Source: an optimization exercise on an open RTL-to-GDS flow (aim: small area, a short achievable clock period and few clock cycles per item). Production flows keep margins and buffers that such runs may drop. Only simulation tests tie the RTL to the original design; equivalence was not proved. Power is estimated from default activity; no workload was simulated.

==> design/flow/design.v <==
package rscu_pkg;
  localparam int MAX_POP  = 64;
  localparam int SLOT_W   = 6;
  localparam int GENOME_W = 36;
  localparam int FIT_W    = 17;
  localparam int DRAW_W   = 16;
  localparam int TOTAL_W  = 23;
endpackage
module roulette_select_crossover_unit (
  input  logic        clk,
  input  logic        rst_n,
  input  logic        cfg_we,
  input  logic [0:0]  cfg_index,
  input  logic [16:0] cfg_wdata,
  input  logic        in_valid,
  output logic        in_stall,
  input  logic        in_cmd,
  input  logic [5:0]  in_slot,
  input  logic [35:0] in_genome,
  input  logic [16:0] in_fitness_value,
  input  logic [15:0] in_draw_first,
  input  logic [15:0] in_draw_second,
  input  logic [15:0] in_draw_cross,
  input  logic [15:0] in_draw_point,
  output logic        out_valid,
  input  logic        out_stall,
  output logic [35:0] out_child_first,
  output logic [35:0] out_child_second,
  output logic [5:0]  out_parent_first,
  output logic [5:0]  out_parent_second
);
  function automatic logic [38:0] csa_s(input logic [38:0] a, input logic [38:0] b,
                                        input logic [38:0] c);
    csa_s = a ^ b ^ c;
  endfunction
  function automatic logic [38:0] csa_c(input logic [38:0] a, input logic [38:0] b,
                                        input logic [38:0] c);
    csa_c = {((a[37:0] & b[37:0]) | (a[37:0] & c[37:0]) | (b[37:0] & c[37:0])), 1'b0};
  endfunction
  function automatic logic [20:0] cs21_s(input logic [20:0] a, input logic [20:0] b,
                                         input logic [20:0] c);
    cs21_s = a ^ b ^ c;
  endfunction
  function automatic logic [20:0] cs21_c(input logic [20:0] a, input logic [20:0] b,
                                         input logic [20:0] c);
    cs21_c = {((a[19:0] & b[19:0]) | (a[19:0] & c[19:0]) | (b[19:0] & c[19:0])), 1'b0};
  endfunction
  function automatic logic gp_ge(input logic [22:0] gp, input logic [22:0] hs,
                                 input logic [22:0] hc, input logic ci);
    logic [22:0] a, b, c, s, k, u;
    a = gp;
    b = ~hs;
    c = ~hc;
    s = a ^ b ^ c;
    k = {((a[21:0] & b[21:0]) | (a[21:0] & c[21:0]) | (b[21:0] & c[21:0])), 1'b1};
    u = s + k;
    gp_ge = !(u[22] ^ (!ci & (&u[21:0])));
  endfunction
  logic [5:0]  last_r;    
  logic [16:0] rate_r;
  always_ff @(posedge clk) begin
    if (!rst_n) begin
      last_r <= 6'd31;
      rate_r <= 17'd45875;
    end else if (cfg_we) begin
      if (cfg_index == 1'b0) begin
        if (cfg_wdata[6:0] == 7'd0) last_r <= 6'd0;
        else if (cfg_wdata[6])      last_r <= 6'd63;
        else                        last_r <= cfg_wdata[5:0] - 6'd1;
      end else begin
        rate_r <= cfg_wdata[16:0];
      end
    end
  end
  logic r_v;    
  logic adv;
  assign adv = !r_v;
  logic        q0_v, q1_v, q0_c, q1_c, phase_r;
  logic [63:0] q0_p, q1_p;
  logic [63:0] in_p;
  logic        pop1, pop2, acc;
  logic        stall_r;
  assign in_p = in_cmd ? {in_draw_first, in_draw_second, in_draw_cross, in_draw_point}
                       : {5'd0, in_slot, in_genome, in_fitness_value};
  assign pop1     = adv & q0_v & (!q0_c | phase_r);
  assign pop2     = pop1 & q0_c & q1_v & !q1_c;
  assign acc      = in_valid & !stall_r;
  assign in_stall = stall_r;
  logic q0_vn, q1_vn, phase_n, q0_cn, q1_cn;
  always_comb begin
    q0_vn = q0_v;
    q1_vn = q1_v;
    if (pop2) begin
      q0_vn = acc;
      q1_vn = 1'b0;
    end else if (pop1) begin
      q0_vn = q1_v | acc;
      q1_vn = q1_v & acc;
    end else if (q0_v) begin
      q1_vn = q1_v | acc;
    end else begin
      q0_vn = acc;
    end
    phase_n = (adv & q0_v & q0_c) ? !phase_r : phase_r;
    if (pop2 || (pop1 && !q1_v) || !q0_v) q0_cn = in_cmd;
    else if (pop1)                        q0_cn = q1_c;
    else                                  q0_cn = q0_c;
    if ((pop1 && !pop2 && q1_v) || (!pop1 && q0_v && !q1_v)) q1_cn = in_cmd;
    else                                                     q1_cn = q1_c;
  end
  logic r_vn;
  logic stall_n;
  assign stall_n = q1_vn & !(!r_vn & q0_vn & (!q0_cn | phase_n));
  always_ff @(posedge clk) begin
    if (!rst_n) begin
      q0_v    <= 1'b0;
      q1_v    <= 1'b0;
      phase_r <= 1'b0;
      stall_r <= 1'b0;
    end else begin
      q0_v    <= q0_vn;
      q1_v    <= q1_vn;
      phase_r <= phase_n;
      stall_r <= stall_n;
    end
  end
  logic [63:0] q0_pn, q1_pn;
  logic [5:0]  ws_r;
  always_comb begin
    if (pop2 || (pop1 && !q1_v) || !q0_v) q0_pn = in_p;
    else if (pop1)                        q0_pn = q1_p;
    else                                  q0_pn = q0_p;
    if ((pop1 && !pop2 && q1_v) || (!pop1 && q0_v && !q1_v)) q1_pn = in_p;
    else                                                     q1_pn = q1_p;
  end
  always_ff @(posedge clk) begin
    q0_c <= q0_cn;
    q1_c <= q1_cn;
    q0_p <= q0_pn;
    q1_p <= q1_pn;
    ws_r <= q0_cn ? q1_pn[58:53] : q0_pn[58:53];
  end
  logic [16:0] fit_mem [64];
  logic [35:0] gen_mem [64];
  logic [63:0] vf_r, vg_r;
  logic [22:0] tot_r;
  logic [22:0] gp_r [7];
  function automatic logic [22:0] gp_mask(input int h);
    if (h == 0)      gp_mask = 23'h0F_FFFF;
    else if (h <= 2) gp_mask = 23'h1F_FFFF;
    else             gp_mask = 23'h3F_FFFF;
  endfunction
  logic        is_wv, is_bv;
  logic [58:0] is_w;
  logic [15:0] is_draw;
  logic        is_cross;
  logic [5:0]  is_point;
  logic [21:0] pt_prod;
  assign is_wv    = q0_v & (!q0_c | (phase_r & q1_v & !q1_c));
  assign is_w     = q0_c ? q1_p[58:0] : q0_p[58:0];
  assign is_bv    = q0_v & q0_c;
  assign is_draw  = phase_r ? q0_p[47:32] : q0_p[63:48];
  assign is_cross = ({1'b0, q0_p[31:16]} < rate_r);
  assign pt_prod  = {1'b0, q0_p[15:0], 5'd0} + {4'd0, q0_p[15:0], 2'd0};
  assign is_point = pt_prod[21:16];
  logic [17:0] is_rd;
  logic [16:0] is_old;
  always_comb begin
    is_rd = 18'd0;
    for (int i = 0; i < 64; i++)
      if (ws_r == 6'(i)) is_rd = is_rd | {vf_r[i], fit_mem[i]};
    is_old = is_rd[17] ? is_rd[16:0] : 17'd0;
  end
  logic        u1_wv, u2_wv, u3_wv, u4_wv;
  logic [5:0]  u1_slot, u2_slot, u3_slot, u4_slot;
  logic        is_m2, is_m3, is_m4;
  logic [16:0] u1_fit, u2_fit, u3_fit;
  logic [16:0] is_fwd;
  assign is_m2 = u1_wv & (u1_slot == ws_r);
  assign is_m3 = u2_wv & (u2_slot == ws_r);
  assign is_m4 = u3_wv & (u3_slot == ws_r);
  always_comb begin
    if (is_m2)      is_fwd = u1_fit;
    else if (is_m3) is_fwd = u2_fit;
    else            is_fwd = u3_fit;
  end
  logic        u1_bv, u1_sec, u1_cross, u1_fsel;
  logic [5:0]  u1_point;
  logic [35:0] u1_gen;
  logic [16:0] u1_old, u1_fwd;
  logic [15:0] u1_draw;
  always_ff @(posedge clk) begin
    if (!rst_n) begin
      u1_wv <= 1'b0;
      u1_bv <= 1'b0;
    end else if (adv) begin
      u1_wv <= is_wv;
      u1_bv <= is_bv;
    end
  end
  always_ff @(posedge clk) begin
    if (adv) begin
      u1_slot  <= is_w[58:53];
      u1_gen   <= is_w[52:17];
      u1_fit   <= {is_w[16], is_w[16] ? 16'd0 : is_w[15:0]};
      u1_old   <= is_old;
      u1_fsel  <= is_m2 | is_m3 | is_m4;
      u1_fwd   <= is_fwd;
      u1_sec   <= phase_r;
      u1_draw  <= is_draw;
      u1_cross <= is_cross;
      u1_point <= is_point;
    end
  end
  logic [16:0] old_fit;
  assign old_fit = u1_fsel ? u1_fwd : u1_old;
  logic [17:0] u1_delta;
  assign u1_delta = {1'b0, u1_fit} - {1'b0, old_fit};
  logic [22:0] tn_a, tn_b, tn_c, tn_s, tn_k;
  always_comb begin
    tn_a = tot_r;
    tn_b = {6'd0, u1_fit};
    tn_c = ~{6'd0, old_fit};
    tn_s = tn_a ^ tn_b ^ tn_c;
    tn_k = {((tn_a[21:0] & tn_b[21:0]) | (tn_a[21:0] & tn_c[21:0]) | (tn_b[21:0] & tn_c[21:0])), 1'b1};
  end
  always_ff @(posedge clk) begin
    if (!rst_n) begin
      tot_r <= 23'd0;
    end else if (adv && u1_wv) begin
      tot_r <= tn_s + tn_k;
    end
  end
  logic [38:0] m0 [16];
  logic [38:0] m1 [11];
  logic [38:0] m2 [8];
  logic [38:0] m3 [6];
  logic [38:0] m4 [4];
  logic [38:0] m5 [3];
  logic [38:0] ms, mc;
  always_comb begin
    for (int i = 0; i < 16; i++) m0[i] = u1_draw[i] ? (39'(tot_r) << i) : 39'd0;
    for (int k = 0; k < 5; k++) begin
      m1[2*k]   = csa_s(m0[3*k], m0[3*k+1], m0[3*k+2]);
      m1[2*k+1] = csa_c(m0[3*k], m0[3*k+1], m0[3*k+2]);
    end
    m1[10] = m0[15];
    for (int k = 0; k < 3; k++) begin
      m2[2*k]   = csa_s(m1[3*k], m1[3*k+1], m1[3*k+2]);
      m2[2*k+1] = csa_c(m1[3*k], m1[3*k+1], m1[3*k+2]);
    end
    m2[6] = m1[9];
    m2[7] = m1[10];
    for (int k = 0; k < 2; k++) begin
      m3[2*k]   = csa_s(m2[3*k], m2[3*k+1], m2[3*k+2]);
      m3[2*k+1] = csa_c(m2[3*k], m2[3*k+1], m2[3*k+2]);
    end
    m3[4] = m2[6];
    m3[5] = m2[7];
    for (int k = 0; k < 2; k++) begin
      m4[2*k]   = csa_s(m3[3*k], m3[3*k+1], m3[3*k+2]);
      m4[2*k+1] = csa_c(m3[3*k], m3[3*k+1], m3[3*k+2]);
    end
    m5[0] = csa_s(m4[0], m4[1], m4[2]);
    m5[1] = csa_c(m4[0], m4[1], m4[2]);
    m5[2] = m4[3];
    ms = csa_s(m5[0], m5[1], m5[2]);
    mc = csa_c(m5[0], m5[1], m5[2]);
  end
  logic        u2_bv, u2_sec, u2_cross;
  logic [5:0]  u2_point;
  logic [35:0] u2_gen;
  logic [17:0] u2_delta;
  logic [38:0] u2_ms, u2_mc;
  always_ff @(posedge clk) begin
    if (!rst_n) begin
      u2_wv <= 1'b0;
      u2_bv <= 1'b0;
    end else if (adv) begin
      u2_wv <= u1_wv;
      u2_bv <= u1_bv;
    end
  end
  always_ff @(posedge clk) begin
    if (adv) begin
      u2_slot  <= u1_slot;
      u2_gen   <= u1_gen;
      u2_fit   <= u1_fit;
      u2_delta <= u1_delta;
      u2_sec   <= u1_sec;
      u2_ms    <= ms;
      u2_mc    <= mc;
      u2_cross <= u1_cross;
      u2_point <= u1_point;
    end
  end
  always_ff @(posedge clk) begin
    if (!rst_n) begin
      for (int h = 0; h < 7; h++) gp_r[h] <= 23'd0;
    end else if (adv && u2_wv) begin
      for (int h = 0; h < 7; h++)
        if (3'(h) >= u2_slot[5:3]) gp_r[h] <= (gp_r[h] + {{5{u2_delta[17]}}, u2_delta}) & gp_mask(h);
    end
  end
  logic [16:0] lo_sum;
  logic        cin;
  assign lo_sum = {1'b0, u2_ms[15:0]} + {1'b0, u2_mc[15:0]};
  assign cin    = lo_sum[16];
  logic [7:0]  ge;
  logic [7:0]  goh;
  logic [22:0] gbase;
  always_comb begin
    for (int h = 0; h < 7; h++) ge[h] = gp_ge(gp_r[h], u2_ms[38:16], u2_mc[38:16], cin);
    ge[7] = 1'b1;
    goh[0] = ge[0];
    for (int h = 1; h < 8; h++) goh[h] = ge[h] & !ge[h-1];
    gbase = 23'd0;
    for (int h = 1; h < 8; h++) if (goh[h]) gbase = gbase | gp_r[h-1];
  end
  logic        u3_bv, u3_sec, u3_cross;
  logic [5:0]  u3_point;
  logic [35:0] u3_gen;
  logic [7:0]  u3_goh;
  logic [22:0] u3_sh, u3_ch, u3_base;
  logic        u3_cin;
  always_ff @(posedge clk) begin
    if (!rst_n) begin
      u3_wv <= 1'b0;
      u3_bv <= 1'b0;
    end else if (adv) begin
      u3_wv <= u2_wv;
      u3_bv <= u2_bv;
    end
  end
  always_ff @(posedge clk) begin
    if (adv) begin
      u3_slot  <= u2_slot;
      u3_gen   <= u2_gen;
      u3_fit   <= u2_fit;
      u3_sec   <= u2_sec;
      u3_goh   <= goh;
      u3_sh    <= u2_ms[38:16];
      u3_ch    <= u2_mc[38:16];
      u3_cin   <= cin;
      u3_base  <= gbase;
      u3_cross <= u2_cross;
      u3_point <= u2_point;
    end
  end
  always_ff @(posedge clk) begin
    if (adv && u3_wv) fit_mem[u3_slot] <= u3_fit;
  end
  always_ff @(posedge clk) begin
    if (!rst_n) vf_r <= 64'd0;
    else if (adv && u3_wv) vf_r[u3_slot] <= 1'b1;
  end
  logic [16:0] gf [8];
  always_comb begin
    for (int k = 0; k < 8; k++) begin
      gf[k] = 17'd0;
      for (int h = 0; h < 8; h++)
        if (u3_goh[h] && vf_r[8*h+k]) gf[k] = gf[k] | fit_mem[8*h+k];
    end
  end
  logic [22:0] rem3, rb_c, rb_s, rb_k;
  always_comb begin
    rb_c = ~u3_base;
    rb_s = u3_sh ^ u3_ch ^ rb_c;
    rb_k = {((u3_sh[21:0] & u3_ch[21:0]) | (u3_sh[21:0] & rb_c[21:0]) | (u3_ch[21:0] & rb_c[21:0])), 1'b1};
    rem3 = rb_s + rb_k + {22'd0, u3_cin};
  end
  logic [7:0] lg_oh, lj_oh, gohp, xtra;
  logic       force_l, cap_l;
  always_comb begin
    for (int h = 0; h < 8; h++) begin
      lg_oh[h] = (last_r[5:3] == 3'(h));
      lj_oh[h] = (last_r[2:0] == 3'(h));
    end
    force_l = 1'b0;
    for (int h = 0; h < 8; h++) if (3'(h) > last_r[5:3] && u3_goh[h]) force_l = 1'b1;
    cap_l = |(u3_goh & lg_oh);
    gohp  = force_l ? lg_oh : u3_goh;
    xtra  = (force_l | cap_l) ? lj_oh : 8'd0;
  end
  logic        u4_bv, u4_sec, u4_cross, u4_kill;
  logic [5:0]  u4_point;
  logic [35:0] u4_gen;
  logic [7:0]  u4_goh, u4_xtra;
  logic [19:0] u4_rem;
  logic [16:0] u4_f [7];
  always_ff @(posedge clk) begin
    if (!rst_n) begin
      u4_wv <= 1'b0;
      u4_bv <= 1'b0;
    end else if (adv) begin
      u4_wv <= u3_wv;
      u4_bv <= u3_bv;
    end
  end
  always_ff @(posedge clk) begin
    if (adv) begin
      u4_slot  <= u3_slot;
      u4_gen   <= u3_gen;
      u4_sec   <= u3_sec;
      u4_goh   <= gohp;
      u4_xtra  <= xtra;
      u4_kill  <= force_l;
      u4_rem   <= rem3[19:0];
      for (int k = 0; k < 7; k++) u4_f[k] <= gf[k];
      u4_cross <= u3_cross;
      u4_point <= u3_point;
    end
  end
  logic [20:0] nr, f21 [7];
  logic [20:0] c1s, c1k, c2s, c2k, c3s, c3k, c4s, c4k, c5s, c5k;
  logic [20:0] bs, bk, xs, xk, ys, yk, zs, zk, c6s, c6k;
  logic [20:0] t1, t2, t3, t4, t5, t6;
  logic [6:0]  hit;
  always_comb begin
    nr = ~{1'b0, u4_rem};
    for (int k = 0; k < 7; k++) f21[k] = {4'd0, u4_f[k]};
    c1s = cs21_s(nr, f21[0], f21[1]);
    c1k = cs21_c(nr, f21[0], f21[1]) | 21'd1;
    c2s = cs21_s(c1s, c1k, f21[2]);
    c2k = cs21_c(c1s, c1k, f21[2]);
    c3s = cs21_s(c2s, c2k, f21[3]);
    c3k = cs21_c(c2s, c2k, f21[3]);
    bs  = cs21_s(f21[2], f21[3], f21[4]);
    bk  = cs21_c(f21[2], f21[3], f21[4]);
    xs  = cs21_s(c1s, c1k, bs);
    xk  = cs21_c(c1s, c1k, bs);
    c4s = cs21_s(xs, xk, bk);
    c4k = cs21_c(xs, xk, bk);
    c5s = cs21_s(c4s, c4k, f21[5]);
    c5k = cs21_c(c4s, c4k, f21[5]);
    ys  = cs21_s(bk, f21[5], f21[6]);
    yk  = cs21_c(bk, f21[5], f21[6]);
    zs  = cs21_s(xs, xk, ys);
    zk  = cs21_c(xs, xk, ys);
    c6s = cs21_s(zs, zk, yk);
    c6k = cs21_c(zs, zk, yk);
    t1 = c1s + c1k;
    t2 = c2s + c2k;
    t3 = c3s + c3k;
    t4 = c4s + c4k;
    t5 = c5s + c5k;
    t6 = c6s + c6k;
    hit[0] = ({3'd0, u4_f[0]} >= u4_rem);
    hit[1] = !t1[20];
    hit[2] = !t2[20];
    hit[3] = !t3[20];
    hit[4] = !t4[20];
    hit[5] = !t5[20];
    hit[6] = !t6[20];
  end
  logic        u5_wv, u5_bv, u5_sec, u5_cross, u5_kill;
  logic [5:0]  u5_slot, u5_point;
  logic [35:0] u5_gen;
  logic [7:0]  u5_goh, u5_xtra;
  logic [6:0]  u5_hit;
  always_ff @(posedge clk) begin
    if (!rst_n) begin
      u5_wv <= 1'b0;
      u5_bv <= 1'b0;
    end else if (adv) begin
      u5_wv <= u4_wv;
      u5_bv <= u4_bv;
    end
  end
  always_ff @(posedge clk) begin
    if (adv) begin
      u5_slot  <= u4_slot;
      u5_gen   <= u4_gen;
      u5_sec   <= u4_sec;
      u5_goh   <= u4_goh;
      u5_xtra  <= u4_xtra;
      u5_kill  <= u4_kill;
      u5_hit   <= hit;
      u5_cross <= u4_cross;
      u5_point <= u4_point;
    end
  end
  always_ff @(posedge clk) begin
    if (adv && u5_wv) gen_mem[u5_slot] <= u5_gen;
  end
  always_ff @(posedge clk) begin
    if (!rst_n) vg_r <= 64'd0;
    else if (adv && u5_wv) vg_r[u5_slot] <= 1'b1;
  end
  logic [7:0]  hp, joh;
  logic        seen;
  logic [2:0]  g5, j5;
  logic [5:0]  par;
  always_comb begin
    for (int k = 0; k < 7; k++) hp[k] = (u5_hit[k] & !u5_kill) | u5_xtra[k];
    hp[7] = 1'b1;
    seen = 1'b0;
    for (int k = 0; k < 8; k++) begin
      joh[k] = hp[k] & !seen;
      seen   = seen | hp[k];
    end
    g5 = 3'd0;
    j5 = 3'd0;
    for (int h = 0; h < 8; h++) begin
      if (u5_goh[h]) g5 = g5 | 3'(h);
      if (joh[h])    j5 = j5 | 3'(h);
    end
    par = {g5, j5};
  end
  logic [36:0] grow [8];
  logic [36:0] gsel37;
  logic [35:0] gsel;
  always_comb begin
    for (int k = 0; k < 8; k++) begin
      grow[k] = 37'd0;
      for (int h = 0; h < 8; h++)
        if (u5_goh[h]) grow[k] = grow[k] | {vg_r[8*h+k], gen_mem[8*h+k]};
    end
    gsel37 = 37'd0;
    for (int k = 0; k < 8; k++) if (joh[k]) gsel37 = gsel37 | grow[k];
    gsel = gsel37[36] ? gsel37[35:0] : 36'd0;
  end
  logic [35:0] ga_r;
  logic [5:0]  pa_r;
  always_ff @(posedge clk) begin
    if (adv && u5_bv && !u5_sec) begin
      ga_r <= gsel;
      pa_r <= par;
    end
  end
  logic [35:0] tail;
  logic [35:0] cf, cs;
  assign tail = 36'hF_FFFF_FFFF >> u5_point;
  always_comb begin
    if (u5_cross) begin
      cf = (ga_r & ~tail) | (gsel & tail);
      cs = (gsel & ~tail) | (ga_r & tail);
    end else begin
      cf = ga_r;
      cs = gsel;
    end
  end
  logic zd_r;
  always_ff @(posedge clk) begin
    if (!rst_n) zd_r <= 1'b0;
    else if (adv) zd_r <= u5_wv;
  end
  logic        item_v;
  logic [83:0] item_d;
  assign item_v = zd_r | (u5_bv & u5_sec);
  assign item_d = zd_r ? 84'd0 : {cf, cs, pa_r, par};
  logic        o_v, o_free;
  logic [83:0] o_d, r_d;
  assign o_free = !o_v | !out_stall;
  logic o_vn;
  always_comb begin
    o_vn = o_v;
    r_vn = r_v;
    if (r_v) begin
      if (o_free) begin
        o_vn = 1'b1;
        r_vn = 1'b0;
      end
    end else if (o_free) begin
      o_vn = item_v;
    end else if (item_v) begin
      r_vn = 1'b1;
    end
  end
  always_ff @(posedge clk) begin
    if (!rst_n) begin
      o_v <= 1'b0;
      r_v <= 1'b0;
    end else begin
      o_v <= o_vn;
      r_v <= r_vn;
    end
  end
  always_ff @(posedge clk) begin
    if (o_free) o_d <= r_v ? r_d : item_d;
    if (!r_v && !o_free) r_d <= item_d;
  end
  assign out_valid         = o_v;
  assign out_child_first   = o_d[83:48];
  assign out_child_second  = o_d[47:12];
  assign out_parent_first  = o_d[11:6];
  assign out_parent_second = o_d[5:0];
endmodule
==> design/flow/run.sh <==
#!/bin/bash
# synth_recipe.tcl (not shown) runs the flow's synth.tcl, then flattens the netlist and writes it again
# the make line also repeats each setting of config.mk as NAME=value (left out here)
make -C /OpenROAD-flow-scripts/flow DESIGN_CONFIG=/design/flow/config.mk WORK_HOME=/design/flow/orfs CLKGATE_MAP_FILE= SYNTH_SCRIPT=/design/flow/synth_recipe.tcl finish
==> design/flow/config.mk <==
export PLATFORM = sky130hd
export DESIGN_NAME = roulette_select_crossover_unit
export DESIGN_NICKNAME = roulette_select_crossover_unit
export VERILOG_FILES = /design/flow/design.v
export SDC_FILE = /design/flow/constraint.sdc
export NUM_CORES = 4
export LEC_CHECK = 0
export CAP_MARGIN = 20
export CORE_MARGIN = 2
export CORE_UTILIZATION = 40
export CTS_CLUSTER_DIAMETER = 80
export CTS_CLUSTER_SIZE = 24
export SETUP_SLACK_MARGIN = 5
export SLEW_MARGIN = 20
==> design/flow/constraint.sdc <==
create_clock -name core_clock -period 10.0 [get_ports {clk}]
set_input_delay 2.0000 -clock core_clock [delete_from_list [all_inputs] [get_ports {clk}]]
set_output_delay 2.0000 -clock core_clock [all_outputs]
set_load 0.01 [all_outputs]
==> impl_results.md, run 1 <==
* Crit. Startpoint: u4_f[4][1]$_DFFE_PN_
* Main synth FF type: edfxtp_1
* Number of vias per cell at 6.59
* Internal at 36.1 mW
* Pwr dens at 234 mW/mm^2
* Core footprint at 0.541 mm^2
* CP Class: reg2reg
* FF+latch count, synth at 4759
* Max-Cap Viols at 0
* Clock H-tree levels at 5
* DPL Wire Length at approximately 520000 um
* Starting Density at 40.1%
* Die W at around 740 um
* Critical R2R Launch: u4_f[4][1]$_DFFE_PN_
* Critical path required time at 10670 ps
* Total Wirelength at 849000 um
* Antenna-violating nets left at 0
* Clock root buffer: clkbuf_16
* Routed via count at 153788
* Max Fanout on Critical Path at 2
* 1st-iter DRT viols at 26154
* Async set-reset flop share out of synthesis at 0%
* Initial antenna violation count at 81
* Final setup vio count at 0
* Syn avg cell area at 14.1 um^2
* Met1 Resource Use GR at 38.1%
* Peak VDD IR at 0.209 mV
* TNS Setup at 0 ps
* GRT overflow at 0
* Max-slew violation count at 0
* Delay-heaviest family, CP: adder cells
* CP max stage delay at 560 ps
* Sw Share at 37.1%
* Worst Hold Launch: u2_fit[2]$_DFFE_PN_
* Clk pwr share at 22.0%
* # IOs at 233
* CTS Hold Bufs at 0
* Leakage power at 83.2 nW
* Crit-path cells: fa_1, inv_1, fa_2, inv_2, fa_2, fa_1, ha_1, and4b_1, o21a_1, o21a_1, o21a_1, o21a_1, o21a_1, o21ai_1, nand2b_1, a21o_1, a21o_1, a21oi_2, xnor2_1
* Yosys cell types at 95
* Final instance area at approximately 0.24 mm^2
* Residual DRC at 0
* Global-route wire length before repair at ~1200000 um
* Logic pwr share at 35.9%
* Worst slew pin tran at 1370 ps
* Rel. slew slack at 8.59%
* Worst-path clk slew at approximately 100 ps
* Critical Path Sink Type: register
* Final Hold Fails at 0
* Largest area contributor in the netlist: edfxtp_1
* Synthesized net count at 16807
* Layout Skew at around 170 ps
* Final Cycle Share at between 50 and 60%
* Post-Syn Area at about 0.22 mm^2
* Total global-route track usage at 29.9%
* Top post-synthesis cells by area: edfxtp_1 (61%), fa_1 (6.1%), a22oi_1 (5.0%)
* Vias in the first global route at between 100k and 150k
* Share of post-route cells with drive strength above 1 at 12.4%
* CP arrival at 5920 ps
* Grt peak-use layer: met2
* Cells after synthesis at 15437
* Sequential power share at 42.1%
* Crit path launch type: register
* Post-synth EDFFs at 4399
* WP buf/inv at 2
* IO buf count at between 200 and 250
* Max Buffers Root-to-Sink at 4
* Commonest non-fill, non-tap cell in the layout: edfxtp_1
* Tmin final at 5250 ps
* Status: finished clean
* Net switching power at 21.3 mW
* Most frequent CP cell: o21a_1
* Core Rows at 270
* Clock Sink Count at ~4800
* DIE HEIGHT at 740 um
* Fmax at 0.190 GHz
* DRT Pass-1 Iters at 11
* Final net count at 17233
* Final Wtd Congestion at 1.01
* Slowest CP cell: edfxtp_1
* Commonest non-fill, non-tap cells in the layout: edfxtp_1 (4399), a22oi_1 (1435), inv_1 (825)
* Clock Latency Late Sink at 1070 ps
* Met2 usage at 43.2%
* Cell Area, Placed at 0.231 mm^2
* Filler cells at ~48000
* Largest net degree at the start of global routing at 166
* Unrepaired setup endpoints after global routing: yes
* Seq/Total Area, Yosys at 64.2%
* Area Growth Syn to Fin at 12.8%
* Yosys warning count at 12
* Met3 usage at 11.4%
* CTS Buf Count at 272
* Hold crit path type: reg2reg
* CTS tree: done
* Routed length per instance at 36.4 um
* Post-synth top area share at 60.9%
* Die ar. at 0.548 mm^2
power groups by stage:
| stage | registers [mW] | clock network, mW | logic, mW |
|---|---|---|---|
| floorplan | 24.4 | 0 | 10.2 |
| global placement | 24.5 | 0 | 17.1 |
| detailed placement | 24.5 | 0 | 17.2 |
| CTS | 24.1 | 12.6 | 18.9 |
| global route | 24.2 | 13.3 | 21.7 |
| finish | 24.1 | 12.6 | 20.6 |
routing by layer:
layer  wire length, um  up-vias  part of all wire (%)
met3            116000     3253                    14
li1                  -    60843                     -
met4             66000       94                   7.8
met2            356000    11988                    42
met5              2210        -                  0.26
met1            309000    77610                    36
registers in the layout, summed over array words and instances, names as in the netlist, 64 cells and up:
| signal | cells |
|---|---|
| fit_mem | 1088 |
| vf_r | 64 |
| q0_p | 64 |
| q1_p | 64 |
| u4_f | 119 |
| gen_mem | 2304 |
| r_d | 84 |
| o_d | 84 |
| vg_r | 64 |
| gp_r | 150 |
stage by stage:
stage / total power [mW] / utilization [%] / cells / hold WS [ps] / worst slack [ps]
finish: 57.3 / 45.3 / 23329 / 349 / 4750
global route: 59.1 / 45.2 / 23258 / 415 / 4610
CTS: 55.6 / 44.9 / 23156 / 408 / 4800
detailed placement: 41.8 / 42.7 / 22560 / 405 / 3460
global placement: 41.6 / 42.7 / 22550 / 400 / 3350
floorplan: 34.6 / - / 15437 / 400 / 5090
worst register-to-register path, cell delays in order (launching register included):
cell and delay (ps):
edfxtp_1 560, fa_1 540, inv_1 50, fa_2 390, inv_2 80, fa_2 470, fa_1 470, ha_1 300
and4b_1 190, o21a_1 170, o21a_1 170, o21a_1 190, o21a_1 170, o21a_1 180, o21ai_1 130, nand2b_1 90
a21o_1 250, a21o_1 200, a21oi_2 150, xnor2_1 80
cell usage after synthesis (140+ instances only):
library cell  instances
a21o_1              186
a21oi_1             484
a221oi_1            410
a22o_1              414
a22oi_1            1439
a31oi_1             172
and2_1              371
clkbuf_1            673
dfxtp_1             360
edfxtp_1           4399
fa_1                657
ha_1                566
inv_1               876
mux2_2              176
mux2i_1             140
nand2_1             771
nand3_1             202
nand4_1             470
nor2_1              794
o21ai_0             250
xnor2_1             154
final timing paths:
kind,end,slack (ps),depth (start not counted)
setup / recovery,u5_hit[5]$_DFFE_PN_,4750,19
hold reg to reg,u3_fit[2]$_DFFE_PN_,350,0
setup reg to reg,u5_hit[5]$_DFFE_PN_,4750,19
hold / removal,u3_fit[2]$_DFFE_PN_,350,0
logic make-up (layout without fill, tap and decap cells):
kind of cell,count (synthesis),in the layout,synth area share (%)
simple gates,3204,3208,7.37
mux,316,316,1.56
xor+xnor,235,235,0.955
flops,4759,4759,64.2
compound gates,4000,4003,13.6
fa+ha+maj,1225,1225,9.34
other cells,0,105,0
buf+inv,1698,2270,2.95
what timing repair did:
| action | 4_1_cts | 5_1_grt |
|---|---|---|
| resized for setup | 324 | 199 |
| cloned | 9 | 4 |
| pin swaps | 73 | 112 |
| buffers inserted | 160 | 58 |
| endpoints found under the setup margin | 159 | 82 |
cell type report:
type / instances / area, um^2 / area share (%)
Antenna cell: 105 / 263 / 0.107
Clock buffer: 311 / 7130 / 2.91
Tap cell: 7208 / 9020 / 3.69
Multi-Input combinational cell: 8987 / 75100 / 30.7
Sequential cell: 4759 / 139000 / 56.9
Timing Repair Buffer: 963 / 8760 / 3.58
Inverter: 880 / 3470 / 1.42
Clock inverter: 116 / 1540 / 0.628
Testbench counts, summed over its fixed seeds: cycles 2,016, items 1,952.
==> run 2, diff against run 1 <==
--- a/design/flow/design.v
+++ b/design/flow/design.v
@@ -47,14 +47,14 @@
   endfunction
   function automatic logic gp_ge(input logic [22:0] gp, input logic [22:0] hs,
                                  input logic [22:0] hc, input logic ci);
-    logic [22:0] a, b, c, s, k, u;
+    logic [22:0] a, b, c, s, k, u;   
     a = gp;
     b = ~hs;
     c = ~hc;
     s = a ^ b ^ c;
     k = {((a[21:0] & b[21:0]) | (a[21:0] & c[21:0]) | (b[21:0] & c[21:0])), 1'b1};
-    u = s + k;
-    gp_ge = !(u[22] ^ (!ci & (&u[21:0])));
+    u = {1'b0, s[21:0]} + {1'b0, k[21:0]};
+    gp_ge = !(s[22] ^ k[22] ^ (u[22] | (!ci & (&(s[21:0] ^ k[21:0])))));
   endfunction
   logic [5:0]  last_r;    
   logic [16:0] rate_r;
@@ -125,7 +125,8 @@
     end
   end
   logic [63:0] q0_pn, q1_pn;
-  logic [5:0]  ws_r;
+  logic [5:0]  ws_r, ws_n;
+  logic [7:0]  wsh_r, wsl_r;
   always_comb begin
     if (pop2 || (pop1 && !q1_v) || !q0_v) q0_pn = in_p;
     else if (pop1)                        q0_pn = q1_p;
@@ -133,12 +134,17 @@
     if ((pop1 && !pop2 && q1_v) || (!pop1 && q0_v && !q1_v)) q1_pn = in_p;
     else                                                     q1_pn = q1_p;
   end
+  assign ws_n = q0_cn ? q1_pn[58:53] : q0_pn[58:53];
   always_ff @(posedge clk) begin
     q0_c <= q0_cn;
     q1_c <= q1_cn;
     q0_p <= q0_pn;
     q1_p <= q1_pn;
-    ws_r <= q0_cn ? q1_pn[58:53] : q0_pn[58:53];
+    ws_r <= ws_n;
+    for (int h = 0; h < 8; h++) begin
+      wsh_r[h] <= (ws_n[5:3] == 3'(h));
+      wsl_r[h] <= (ws_n[2:0] == 3'(h));
+    end
   end
   logic [16:0] fit_mem [64];
   logic [35:0] gen_mem [64];
@@ -160,6 +166,16 @@
   assign is_w     = q0_c ? q1_p[58:0] : q0_p[58:0];
   assign is_bv    = q0_v & q0_c;
   assign is_draw  = phase_r ? q0_p[47:32] : q0_p[63:48];
+  logic [8:0]  is_one, is_two, is_neg;
+  logic [18:0] dx3;
+  always_comb begin
+    dx3 = {2'b00, is_draw, 1'b0};
+    for (int i = 0; i < 9; i++) begin
+      is_one[i] = dx3[2*i+1] ^ dx3[2*i];
+      is_two[i] = (dx3[2*i+2] & !dx3[2*i+1] & !dx3[2*i]) | (!dx3[2*i+2] & dx3[2*i+1] & dx3[2*i]);
+      is_neg[i] = dx3[2*i+2];
+    end
+  end
   assign is_cross = ({1'b0, q0_p[31:16]} < rate_r);
   assign pt_prod  = {1'b0, q0_p[15:0], 5'd0} + {4'd0, q0_p[15:0], 2'd0};
   assign is_point = pt_prod[21:16];
@@ -168,7 +184,7 @@
   always_comb begin
     is_rd = 18'd0;
     for (int i = 0; i < 64; i++)
-      if (ws_r == 6'(i)) is_rd = is_rd | {vf_r[i], fit_mem[i]};
+      if (wsh_r[i/8] && wsl_r[i%8]) is_rd = is_rd | {vf_r[i], fit_mem[i]};
     is_old = is_rd[17] ? is_rd[16:0] : 17'd0;
   end
   logic        u1_wv, u2_wv, u3_wv, u4_wv;
@@ -188,7 +204,7 @@
   logic [5:0]  u1_point;
   logic [35:0] u1_gen;
   logic [16:0] u1_old, u1_fwd;
-  logic [15:0] u1_draw;
+  logic [8:0]  u1_one, u1_two, u1_neg;
   always_ff @(posedge clk) begin
     if (!rst_n) begin
       u1_wv <= 1'b0;
@@ -207,7 +223,9 @@
       u1_fsel  <= is_m2 | is_m3 | is_m4;
       u1_fwd   <= is_fwd;
       u1_sec   <= phase_r;
-      u1_draw  <= is_draw;
+      u1_one   <= is_one;
+      u1_two   <= is_two;
+      u1_neg   <= is_neg;
       u1_cross <= is_cross;
       u1_point <= is_point;
     end
@@ -231,41 +249,46 @@
       tot_r <= tn_s + tn_k;
     end
   end
-  logic [38:0] m0 [16];
-  logic [38:0] m1 [11];
-  logic [38:0] m2 [8];
-  logic [38:0] m3 [6];
-  logic [38:0] m4 [4];
-  logic [38:0] m5 [3];
+  localparam logic [38:0] BOOTH_K = 39'h2A_AB00_0000;
+  logic [38:0] m0 [10];
+  logic [38:0] m1 [7];
+  logic [38:0] m2 [5];
+  logic [38:0] m3 [4];
+  logic [38:0] m4 [3];
   logic [38:0] ms, mc;
+  logic [23:0] bx [9];
+  logic [38:0] bneg;
   always_comb begin
-    for (int i = 0; i < 16; i++) m0[i] = u1_draw[i] ? (39'(tot_r) << i) : 39'd0;
-    for (int k = 0; k < 5; k++) begin
+    bneg = BOOTH_K;
+    for (int i = 0; i < 9; i++) begin
+      bx[i] = ({24{u1_one[i]}} & {1'b0, tot_r}) | ({24{u1_two[i]}} & {tot_r, 1'b0});
+      bx[i] = bx[i] ^ {24{u1_neg[i]}};
+    end
+    for (int i = 0; i < 8; i++) begin
+      m0[i] = 39'({!u1_neg[i], bx[i]}) << (2*i);
+      bneg[2*i] = u1_neg[i];
+    end
+    m0[8] = 39'(bx[8]) << 16;
+    m0[9] = bneg;
+    for (int k = 0; k < 3; k++) begin
       m1[2*k]   = csa_s(m0[3*k], m0[3*k+1], m0[3*k+2]);
       m1[2*k+1] = csa_c(m0[3*k], m0[3*k+1], m0[3*k+2]);
     end
-    m1[10] = m0[15];
-    for (int k = 0; k < 3; k++) begin
+    m1[6] = m0[9];
+    for (int k = 0; k < 2; k++) begin
       m2[2*k]   = csa_s(m1[3*k], m1[3*k+1], m1[3*k+2]);
       m2[2*k+1] = csa_c(m1[3*k], m1[3*k+1], m1[3*k+2]);
     end
-    m2[6] = m1[9];
-    m2[7] = m1[10];
-    for (int k = 0; k < 2; k++) begin
-      m3[2*k]   = csa_s(m2[3*k], m2[3*k+1], m2[3*k+2]);
-      m3[2*k+1] = csa_c(m2[3*k], m2[3*k+1], m2[3*k+2]);
-    end
-    m3[4] = m2[6];
-    m3[5] = m2[7];
-    for (int k = 0; k < 2; k++) begin
-      m4[2*k]   = csa_s(m3[3*k], m3[3*k+1], m3[3*k+2]);
-      m4[2*k+1] = csa_c(m3[3*k], m3[3*k+1], m3[3*k+2]);
-    end
-    m5[0] = csa_s(m4[0], m4[1], m4[2]);
-    m5[1] = csa_c(m4[0], m4[1], m4[2]);
-    m5[2] = m4[3];
-    ms = csa_s(m5[0], m5[1], m5[2]);
-    mc = csa_c(m5[0], m5[1], m5[2]);
+    m2[4] = m1[6];
+    m3[0] = csa_s(m2[0], m2[1], m2[2]);
+    m3[1] = csa_c(m2[0], m2[1], m2[2]);
+    m3[2] = m2[3];
+    m3[3] = m2[4];
+    m4[0] = csa_s(m3[0], m3[1], m3[2]);
+    m4[1] = csa_c(m3[0], m3[1], m3[2]);
+    m4[2] = m3[3];
+    ms = csa_s(m4[0], m4[1], m4[2]);
+    mc = csa_c(m4[0], m4[1], m4[2]);
   end
   logic        u2_bv, u2_sec, u2_cross;
   logic [5:0]  u2_point;
@@ -411,53 +434,34 @@
       u4_point <= u3_point;
     end
   end
-  logic [20:0] nr, f21 [7];
-  logic [20:0] c1s, c1k, c2s, c2k, c3s, c3k, c4s, c4k, c5s, c5k;
-  logic [20:0] bs, bk, xs, xk, ys, yk, zs, zk, c6s, c6k;
-  logic [20:0] t1, t2, t3, t4, t5, t6;
-  logic [6:0]  hit;
+  logic [20:0] nr, f21 [4];
+  logic [20:0] c1s, c1k, c2s, c2k, c3s, c3k;
+  logic [20:0] t1, t2, t3;
+  logic [3:0]  hit_lo;
   always_comb begin
     nr = ~{1'b0, u4_rem};
-    for (int k = 0; k < 7; k++) f21[k] = {4'd0, u4_f[k]};
+    for (int k = 0; k < 4; k++) f21[k] = {4'd0, u4_f[k]};
     c1s = cs21_s(nr, f21[0], f21[1]);
     c1k = cs21_c(nr, f21[0], f21[1]) | 21'd1;
     c2s = cs21_s(c1s, c1k, f21[2]);
     c2k = cs21_c(c1s, c1k, f21[2]);
     c3s = cs21_s(c2s, c2k, f21[3]);
     c3k = cs21_c(c2s, c2k, f21[3]);
-    bs  = cs21_s(f21[2], f21[3], f21[4]);
-    bk  = cs21_c(f21[2], f21[3], f21[4]);
-    xs  = cs21_s(c1s, c1k, bs);
-    xk  = cs21_c(c1s, c1k, bs);
-    c4s = cs21_s(xs, xk, bk);
-    c4k = cs21_c(xs, xk, bk);
-    c5s = cs21_s(c4s, c4k, f21[5]);
-    c5k = cs21_c(c4s, c4k, f21[5]);
-    ys  = cs21_s(bk, f21[5], f21[6]);
-    yk  = cs21_c(bk, f21[5], f21[6]);
-    zs  = cs21_s(xs, xk, ys);
-    zk  = cs21_c(xs, xk, ys);
-    c6s = cs21_s(zs, zk, yk);
-    c6k = cs21_c(zs, zk, yk);
     t1 = c1s + c1k;
     t2 = c2s + c2k;
     t3 = c3s + c3k;
-    t4 = c4s + c4k;
-    t5 = c5s + c5k;
-    t6 = c6s + c6k;
-    hit[0] = ({3'd0, u4_f[0]} >= u4_rem);
-    hit[1] = !t1[20];
-    hit[2] = !t2[20];
-    hit[3] = !t3[20];
-    hit[4] = !t4[20];
-    hit[5] = !t5[20];
-    hit[6] = !t6[20];
+    hit_lo[0] = ({3'd0, u4_f[0]} >= u4_rem);
+    hit_lo[1] = !t1[20];
+    hit_lo[2] = !t2[20];
+    hit_lo[3] = !t3[20];
   end
   logic        u5_wv, u5_bv, u5_sec, u5_cross, u5_kill;
   logic [5:0]  u5_slot, u5_point;
   logic [35:0] u5_gen;
   logic [7:0]  u5_goh, u5_xtra;
-  logic [6:0]  u5_hit;
+  logic [3:0]  u5_hit;
+  logic [20:0] u5_d3;
+  logic [16:0] u5_f4, u5_f5, u5_f6;
   always_ff @(posedge clk) begin
     if (!rst_n) begin
       u5_wv <= 1'b0;
@@ -475,37 +479,83 @@
       u5_goh   <= u4_goh;
       u5_xtra  <= u4_xtra;
       u5_kill  <= u4_kill;
-      u5_hit   <= hit;
+      u5_hit   <= hit_lo;
+      u5_d3    <= t3;
+      u5_f4    <= u4_f[4];
+      u5_f5    <= u4_f[5];
+      u5_f6    <= u4_f[6];
       u5_cross <= u4_cross;
       u5_point <= u4_point;
     end
   end
-  always_ff @(posedge clk) begin
-    if (adv && u5_wv) gen_mem[u5_slot] <= u5_gen;
-  end
-  always_ff @(posedge clk) begin
-    if (!rst_n) vg_r <= 64'd0;
-    else if (adv && u5_wv) vg_r[u5_slot] <= 1'b1;
+  logic [20:0] e4, e5s, e5k, e6s, e6k, t4, t5, t6;
+  logic [6:0]  hit;
+  always_comb begin
+    e4  = {4'd0, u5_f4};
+    e5s = cs21_s(u5_d3, e4, {4'd0, u5_f5});
+    e5k = cs21_c(u5_d3, e4, {4'd0, u5_f5});
+    e6s = cs21_s(e5s, e5k, {4'd0, u5_f6});
+    e6k = cs21_c(e5s, e5k, {4'd0, u5_f6});
+    t4 = u5_d3 + e4;
+    t5 = e5s + e5k;
+    t6 = e6s + e6k;
+    hit[3:0] = u5_hit;
+    hit[4] = !t4[20];
+    hit[5] = !t5[20];
+    hit[6] = !t6[20];
   end
   logic [7:0]  hp, joh;
   logic        seen;
-  logic [2:0]  g5, j5;
-  logic [5:0]  par;
   always_comb begin
-    for (int k = 0; k < 7; k++) hp[k] = (u5_hit[k] & !u5_kill) | u5_xtra[k];
+    for (int k = 0; k < 7; k++) hp[k] = (hit[k] & !u5_kill) | u5_xtra[k];
     hp[7] = 1'b1;
     seen = 1'b0;
     for (int k = 0; k < 8; k++) begin
       joh[k] = hp[k] & !seen;
       seen   = seen | hp[k];
     end
-    g5 = 3'd0;
-    j5 = 3'd0;
+  end
+  logic        u6_wv, u6_bv, u6_sec, u6_cross;
+  logic [5:0]  u6_slot, u6_point;
+  logic [35:0] u6_gen;
+  logic [7:0]  u6_goh, u6_joh;
+  always_ff @(posedge clk) begin
+    if (!rst_n) begin
+      u6_wv <= 1'b0;
+      u6_bv <= 1'b0;
+    end else if (adv) begin
+      u6_wv <= u5_wv;
+      u6_bv <= u5_bv;
+    end
+  end
+  always_ff @(posedge clk) begin
+    if (adv) begin
+      u6_slot  <= u5_slot;
+      u6_gen   <= u5_gen;
+      u6_sec   <= u5_sec;
+      u6_goh   <= u5_goh;
+      u6_joh   <= joh;
+      u6_cross <= u5_cross;
+      u6_point <= u5_point;
+    end
+  end
+  always_ff @(posedge clk) begin
+    if (adv && u6_wv) gen_mem[u6_slot] <= u6_gen;
+  end
+  always_ff @(posedge clk) begin
+    if (!rst_n) vg_r <= 64'd0;
+    else if (adv && u6_wv) vg_r[u6_slot] <= 1'b1;
+  end
+  logic [2:0]  g6, j6;
+  logic [5:0]  par;
+  always_comb begin
+    g6 = 3'd0;
+    j6 = 3'd0;
     for (int h = 0; h < 8; h++) begin
-      if (u5_goh[h]) g5 = g5 | 3'(h);
-      if (joh[h])    j5 = j5 | 3'(h);
+      if (u6_goh[h]) g6 = g6 | 3'(h);
+      if (u6_joh[h]) j6 = j6 | 3'(h);
     end
-    par = {g5, j5};
+    par = {g6, j6};
   end
   logic [36:0] grow [8];
   logic [36:0] gsel37;
@@ -514,25 +564,25 @@
     for (int k = 0; k < 8; k++) begin
       grow[k] = 37'd0;
       for (int h = 0; h < 8; h++)
-        if (u5_goh[h]) grow[k] = grow[k] | {vg_r[8*h+k], gen_mem[8*h+k]};
+        if (u6_goh[h]) grow[k] = grow[k] | {vg_r[8*h+k], gen_mem[8*h+k]};
     end
     gsel37 = 37'd0;
-    for (int k = 0; k < 8; k++) if (joh[k]) gsel37 = gsel37 | grow[k];
+    for (int k = 0; k < 8; k++) if (u6_joh[k]) gsel37 = gsel37 | grow[k];
     gsel = gsel37[36] ? gsel37[35:0] : 36'd0;
   end
   logic [35:0] ga_r;
   logic [5:0]  pa_r;
   always_ff @(posedge clk) begin
-    if (adv && u5_bv && !u5_sec) begin
+    if (adv && u6_bv && !u6_sec) begin
       ga_r <= gsel;
       pa_r <= par;
     end
   end
   logic [35:0] tail;
   logic [35:0] cf, cs;
-  assign tail = 36'hF_FFFF_FFFF >> u5_point;
+  assign tail = 36'hF_FFFF_FFFF >> u6_point;
   always_comb begin
-    if (u5_cross) begin
+    if (u6_cross) begin
       cf = (ga_r & ~tail) | (gsel & tail);
       cs = (gsel & ~tail) | (ga_r & tail);
     end else begin
@@ -543,11 +593,11 @@
   logic zd_r;
   always_ff @(posedge clk) begin
     if (!rst_n) zd_r <= 1'b0;
-    else if (adv) zd_r <= u5_wv;
+    else if (adv) zd_r <= u6_wv;
   end
   logic        item_v;
   logic [83:0] item_d;
-  assign item_v = zd_r | (u5_bv & u5_sec);
+  assign item_v = zd_r | (u6_bv & u6_sec);
   assign item_d = zd_r ? 84'd0 : {cf, cs, pa_r, par};
   logic        o_v, o_free;
   logic [83:0] o_d, r_d;
==> design/flow/flow/run.sh (new file) <==
#!/bin/bash
set -euo pipefail
export SETUP_SLACK_MARGIN=7
bash standard.sh > standard_flow.log 2>&1
==> design/flow/standard.sh (new file) <==
#!/bin/bash
# synth_recipe.tcl (not shown) runs the flow's synth.tcl, then flattens the netlist and writes it again
# the make line also repeats each setting of config.mk as NAME=value (left out here)
make -C /OpenROAD-flow-scripts/flow DESIGN_CONFIG=/design/flow/config.mk WORK_HOME=/design/flow/orfs CLKGATE_MAP_FILE= SYNTH_SCRIPT=/design/flow/synth_recipe.tcl "${@:-finish}"
--- a/design/flow/config.mk
+++ b/design/flow/config.mk
@@ -10,5 +10,4 @@
 export CORE_UTILIZATION = 40
 export CTS_CLUSTER_DIAMETER = 80
 export CTS_CLUSTER_SIZE = 24
-export SETUP_SLACK_MARGIN = 5
 export SLEW_MARGIN = 20
removed: design/flow/run.sh
==> run 2 against run 1 <==
  * Sequential power is 6% higher
  * Area after synthesis shrank 1.0%
  * Register-to-register slack gained 790 ps
  * Largest cell class unchanged
==> impl_results.md, run 2 <==
* Status: finished clean
* Max Fanout on Critical Path at 3 (+1)
* Top post-synthesis cells by area: edfxtp_1 (64%), a22oi_1 (7.4%), fa_1 (4.0%)
* Max FFs per register at 2304 (unchanged)
* Post-Syn Area at 0.215 mm^2 (-1.0%)
* Total Wirelength at 902000 um (+6.2%)
* Final Cycle Share at 44.7% (-7.9 points)
* DRT Pass-1 Iters at 14 (+3)
* Area Growth Syn to Fin at 18.5%
* CTS Buf Count at 279 (+2.6%)
* Peak VDD IR at 0.303 mV (+45%)
* Unrepaired setup endpoints after global routing: yes
* Multi-input logic area at 0.0726 mm^2 (-3.3%)
* Residual DRC at 0 (unchanged)
* CP Class: reg2reg
* Final setup margin at 5530 ps (+789 ps)
* Routed wl met3 at 130000 um (+12%)
* Initial antenna violation count at 86 (+6.2%)
* Yosys warning count at 12 (unchanged)
* Final Hold Fails at 0 (unchanged)
* Clock H-tree levels at 5 (unchanged)
* DPL Wire Length at 509000 um (-2.2%)
* Layout Skew at 149 ps (-18.0 ps)
* Core footprint at 0.536 mm^2 (-0.87%)
* CP arrival at 5190 ps (-730 ps)
* Largest area contributor in the netlist: edfxtp_1
* Main synth FF type: edfxtp_1
* GRT overflow at 0 (unchanged)
* FF+latch area at 0.144 mm^2 (+3.6%)
* Hold WS at 370 ps (+21.3 ps)
* Vias in the first global route at 139186 (-2.4%)
* DR WL met2 at 377000 um (+5.9%)
* Max layer used: met5
* Post-synth top area share at 63.7% (+2.8 points)
* Max Buffers Root-to-Sink at 4 (unchanged)
* Most common cell in the netlist: edfxtp_1
* # IOs at 233 (unchanged)
* Pwr dens at 259 mW/mm^2 (+11%)
* Starting Density at 40.1% (-0.058 points)
* Antenna-violating nets left at 0 (unchanged)
* Final net count at 16675 (-3.2%)
* Synthesized net count at 15724 (-6.4%)
* Critical path required time at 10720 ps (+50 ps)
* Yosys cell types at 99 (+4.2%)
* Routed via count at 152356 (-0.93%)
* Clock Sink Count at 4930 (+3.6%)
* Commonest non-fill, non-tap cells in the layout: edfxtp_1 (4552), a22oi_1 (1955), buf_4 (812)
* FF+latch count, synth at 4930 (+3.6%)
* Post-synth EDFFs at 4552 (+3.5%)
* Die W at 737 um (-0.50%)
* Async set-reset flop share out of synthesis at 0% (unchanged)
* Largest net degree at the start of global routing at 231 (+39%)
* Crit path launch type: register
* Worst slew pin tran at 1410 ps (+35.5 ps)
* Routed length per instance at 39.3 um (+8.0%)
* Final Wtd Congestion at 1.03 (+2.2%)
* Worst-path clk slew at 100 ps (about the same)
* Number of vias per cell at 6.64 (+0.80%)
* IO buf count at 232 (unchanged)
* 1st-iter DRT viols at 26939 (+3.0%)
* Share of post-route cells with drive strength above 1 at 21.5% (+9.1 points)
* Critical Path Sink Type: register
* Global-route wire length before repair at 1200000 um (+3.7%)
* Largest reg by FF count: gen_mem
* Max-slew violation count at 0 (unchanged)
* Tmin final at 4470 ps (-789 ps)
* CTS tree: done
* Hold crit path type: reg2reg
* Clock Latency Late Sink at 1100 ps (+30 ps)
* Max-Cap Viols at 0 (unchanged)
* Core Rows at 269 (-0.37%)
* Top Registers: gen_mem (2304), fit_mem (1088), gp_r (150)
* Clock root buffer: clkbuf_16
* Fmax at 0.224 GHz (+18%)
* Hold-critical path depth at 0 (unchanged)
* CTS Hold Bufs at 0 (unchanged)
* Commonest cells in the synthesized netlist: edfxtp_1 (4552), a22oi_1 (2122), inv_1 (664)
* Routed length on met1 at 316000 um (+2.4%)
* Leakage power at 87.4 nW (+5.1%)
* Die ar. at 0.543 mm^2 (-1.0%)
* DIE HEIGHT at 737 um (-0.50%)
* DP Worst Slack at 5050 ps (+1600 ps)
* Syn avg cell area at 14.8 um^2 (+5.0%)
* Total global-route track usage at 32.0% (+2.1 points)
* Seq/Total Area, Yosys at 67.2% (+3.0 points)
* TNS Setup at 0 ps (unchanged)
* Reg2Reg Depth at 15 (-4)
* Commonest non-fill, non-tap cell in the layout: edfxtp_1
* Rel. slew slack at 6.23% (-2.4 points)
* Cells after synthesis at 14553 (-5.7%)
* Final setup vio count at 0 (unchanged)
* Filler cells at 45839 (-4.7%)
-- run 2: cell types whose count changed after synthesis, moves of 208 or more --
cell,before,now
fa_1,657,432
nor2_1,794,482
a22oi_1,1439,2122
buf_2,7,215
nand2_1,771,561
inv_1,876,664
-- run 2: through the flow --
stage                     util, %  total power [mW]  cells  instance area (um^2)
final                        47.5              65.9  22928                254000
after global routing         47.4              68.2  22862                254000
after CTS                    46.6              63.6  22672                250000
after detailed placement     42.4              45.2  21585                227000
after global placement       42.4              45.2  21582                227000
after floorplan                 -              37.6  14553                215000
-- run 2: repair_timing --
| item | in CTS | in global routing |
|---|---|---|
| setup buffers | 548 | 157 |
| pin swaps | 583 | 575 |
| gates cloned | 94 | 13 |
| resized for setup | 1690 | 663 |
| setup endpoints to repair | 3800 | 1295 |
-- run 2: area by class of cell --
type	instances	area share (%)
diodes	79	0.0777
clock buffers	319	2.84
clock inverters	126	0.624
inverters	671	1.07
multi-input cells	8112	28.6
flip-flops and latches	4930	56.7
well taps	7181	3.53
repair buffers	1506	6.53
repair inverters	4	0.0138
-- run 2: worst max-delay path: stages, from the launching register on --
cell and delay (ps):
edfxtp_1 440, fa_1 560, inv_1 70, fa_1 520
fa_1 460, ha_4 270, nor2b_2 170, o21ai_2 200
a21o_1 220, a31oi_4 140, a31oi_4 210, a21oi_2 90
or4_4 440, a31o_4 240, a21oi_2 140, xnor2_1 70
-- run 2: worst paths after layout --
path                        startpoint                   end  slack [ps]
setup reg to reg   u4_rem[3]$_DFFE_PN_   u5_d3[19]$_DFFE_PN_        5530
setup / recovery   u4_rem[3]$_DFFE_PN_   u5_d3[19]$_DFFE_PN_        5530
hold reg to reg   u2_gen[28]$_DFFE_PN_  u3_gen[28]$_DFFE_PN_         370
hold / removal    u2_gen[28]$_DFFE_PN_  u3_gen[28]$_DFFE_PN_         370
-- run 2: cells by family after synthesis --
logic type / after synthesis / share of synthesized area [%]
adder cells (fa/ha/maj): 1024 / 7.48
AND/OR/NAND/NOR: 2444 / 5.81
AO/OA/AOI/OAI: 3914 / 13.4
XOR/XNOR: 435 / 1.78
buffers and inverters: 1517 / 2.85
flip-flops: 4930 / 67.2
multiplexers: 289 / 1.46
-- run 2: power breakdown --
part           internal [mW]  switching (mW)  total [mW]
Combinational           11.2            16.2        27.4
Clock                   5.63            7.35        13.0
Sequential              24.7           0.879        25.6
-- run 2: routing by layer --
metal | track usage (%) | vias to the layer above
li1 | - | 58982
met5 | 1.14 | -
met2 | 46.1 | 13007
met1 | 40.3 | 76783
met4 | 20.2 | 62
met3 | 12.3 | 3522
Testbench counts of run 2, summed over its fixed seeds: cycles 2,024, items 1,952.

-- port drivers added, routing unchanged --
Ports are ideal in the flow. The routed layouts listed here were re-timed in OpenROAD. Step 1, drivers: a clkbuf_16 drives clk and a buf_2 each remaining input, both assumed. Step 2 also shifts input and output timing later by t, the mid clock arrival at the registers, as if the neighbouring blocks saw the same clock. a / b / c = ideal / step 1 / step 2; a / b = the first two.
| run | shift t [ns] | setup WS [ns] | worst register clock-pin slew, ns | worst data-port slew with drivers (ns) | pins driven straight from the clock port |
|---|---|---|---|---|---|
| run 1 | 1.101 | 4.745 / 4.745 / 4.745 | 0.10 / 0.10 | 0.07 | 1 |
| run 2 | 1.155 | 5.534 / 5.534 / 5.534 | 0.11 / 0.11 | 0.24 | 1 |
After both steps setup and hold are still met in every run listed.
